Context: an optimization exercise on an open-source flow, tuned for small area. The choices shown serve that exercise and are no tape-out recipe. In this exercise RTL edits were held to simulation tests only and were not proved equivalent to the original. Power is estimated from default activity; no workload was simulated.

Setup of willow:
// orderBookDirectoryParser
module orderBookDirectoryParser
(
    input  wire logic                    clk,
    input  wire logic                    rst,
    input  wire logic [(8 * 8)-1:0]   dataIn,
    input  wire logic                    wordValid,
    input  wire logic                    start,
    input  wire logic [3-1:0] startOffset,
    output logic                         recordValid,
    output logic [31:0]                  timeStamp,
    output logic [31:0]                  orderBookId,
    output logic [(8 * 8)-1:0]        symbol,
    output logic [95:0]                  isin,
    output logic [7:0]                   financialProduct,
    output logic [23:0]                  tradingCurrency,
    output logic [15:0]                  decimalsInPrice,
    output logic [15:0]                  decimalsInNominalValue,
    output logic [31:0]                  oddLotSize,
    output logic [31:0]                  roundLotSize,
    output logic [31:0]                  blockLotSize,
    output logic [(8 * 8)-1:0]        nominalValue
);
    localparam int MSG_BYTES = 7 * 8;
    localparam int MSG_BITS = MSG_BYTES * 8;
    logic [2:0]              beat;        
    logic [3-1:0] offset;      
    logic                    pending;     
    logic [MSG_BITS-1:0]     msgBuf;      
    logic [MSG_BITS-1:0]     record;
    logic                    busy;
    logic                    firstBeat;
  ...
For scale: about 900 flip-flops, roughly 0.029 mm2 of cells after synthesis.
clock: 5.0 ns
lec_check: 0
cap_margin: 20
core_margin: 2
core_utilization: 75
slew_margin: 20
synth_hierarchical: 1
standard.sh (not shown) runs the stock make flow with config.mk's settings and CLKGATE_MAP_FILE= SYNTH_SCRIPT=/design/flow/synth_recipe.tcl, a recipe that flattens the netlist after the stock synthesis.
==> flow/flow/run.sh <==
#!/bin/bash
# The standard layout, with two changes: the port buffers are the smallest
# buffer cell, and clock tree synthesis is tuned for area.
set -euo pipefail
bash standard.sh synth > synth.log 2>&1
bash standard.sh \
    "BUFFER_PORTS_ARGS=-buffer_cell sky130_fd_sc_hd__buf_1" \
    "CTS_ARGS=-sink_clustering_enable -repair_clock_nets -dont_use_dummy_load -buf_list sky130_fd_sc_hd__clkbuf_8 -sink_clustering_size 20 -sink_clustering_max_diameter 55" \
    finish > layout.log 2>&1
willow completed end to end with timing, DRC and antenna clean.
Changes in ember relative to willow:
# willow
export LEC_CHECK = 0
export CAP_MARGIN = 20
export CORE_MARGIN = 2
export CORE_UTILIZATION = 75
export SLEW_MARGIN = 20
export SYNTH_HIERARCHICAL = 1
create_clock -name core_clock -period 5.0 [get_ports {clk}]
# ember
export LEC_CHECK = 0
export CAP_MARGIN = 20
export CORE_MARGIN = 2
export CORE_UTILIZATION = 75
export GPL_ROUTABILITY_DRIVEN = 0
export SLEW_MARGIN = 20
export SYNTH_HIERARCHICAL = 1
create_clock -name core_clock -period 5.0 [get_ports {clk}]
==> flow/flow/run.sh <==
#!/bin/bash
# The standard layout, with two changes: the port buffers are the smallest
# buffer cell, and clock tree synthesis is tuned for area.
set -euo pipefail
bash standard.sh synth > synth.log 2>&1
bash standard.sh \
    "BUFFER_PORTS_ARGS=-buffer_cell sky130_fd_sc_hd__buf_1" \
    "CTS_ARGS=-sink_clustering_enable -repair_clock_nets -dont_use_dummy_load -buf_list sky130_fd_sc_hd__clkbuf_8 -sink_clustering_size 18 -sink_clustering_max_diameter 50" \
    finish > layout.log 2>&1
--- outcome ---
- Of the two candidates, willow has the worse wire length of the first global-routing pass and ember the better one.
- Re sequential area share after synthesis: no difference whatsoever between ember and willow.
- ember: wire length on met1 is 0.68% lower than what willow reported.
- Density: ember denser than willow
- Detail-routed via count per cell across ember and willow: no real change.
- Across ember and willow, the outcome is the same: a clean finish for every run.
- Diff willow -> ember: summed area of non-filler cells in the final layout shows an increase of about 0.33%; count of antenna diodes in the layout shrank by 5.6%.
- | power in combinational cells | willow vs ember | ≈ equal |
- Compared with willow, in ember layout inverter count without the clock tree comparable, non-clock buffer count saw an increase, setup TNS after final layout about even.
Modified inputs, cedar compared to ember
# ember
export LEC_CHECK = 0
export CAP_MARGIN = 20
export CORE_MARGIN = 2
export CORE_UTILIZATION = 75
export GPL_ROUTABILITY_DRIVEN = 0
export SLEW_MARGIN = 20
export SYNTH_HIERARCHICAL = 1
create_clock -name core_clock -period 5.0 [get_ports {clk}]
# cedar
export LEC_CHECK = 0
export CAP_MARGIN = 20
export CORE_MARGIN = 2
export CORE_UTILIZATION = 75
export SLEW_MARGIN = 20
export SYNTH_HIERARCHICAL = 1
create_clock -name core_clock -period 5.0 [get_ports {clk}]
==> comparison <==
- Number of cells in the design after placement delta (cedar -> ember): insignificant
- Per the comparison of cedar with ember, instance area after placement about even; area taken by flip-flops and latches about even.

-- separate check: timing with driven ports --
The results above use ideal ports. As a check the final layouts listed here were re-extracted and re-timed, cells and wires unchanged. Step 1: set_driving_cell puts a clkbuf_16 on clk and a buf_2 on each other input, an assumption about the parent block. Step 2 adds t to the input delays and takes it off the output delays; t is the mean of the earliest and latest rising clock arrival at the registers after step 1. Input paths then give back, and output paths get back, about the clock's delay inside the block. Three values: ideal, step 1, step 2; two values: the first two.
| run | shift t [ns] | setup WS [ns] | cell pins on the clock port's net |
|---|---|---|---|
| willow | 0.744 | 1.183 / 1.183 / 0.968 | 1 |
| ember | 0.726 | 0.988 / 0.988 / 0.864 | 1 |
| cedar | 0.740 | 1.112 / 1.112 / 0.991 | 1 |
After both steps setup and hold are still met in every run listed. For willow, which loses most, drivers alone change the setup slack by 0.000 ns; drivers and shift together by -0.215 ns.
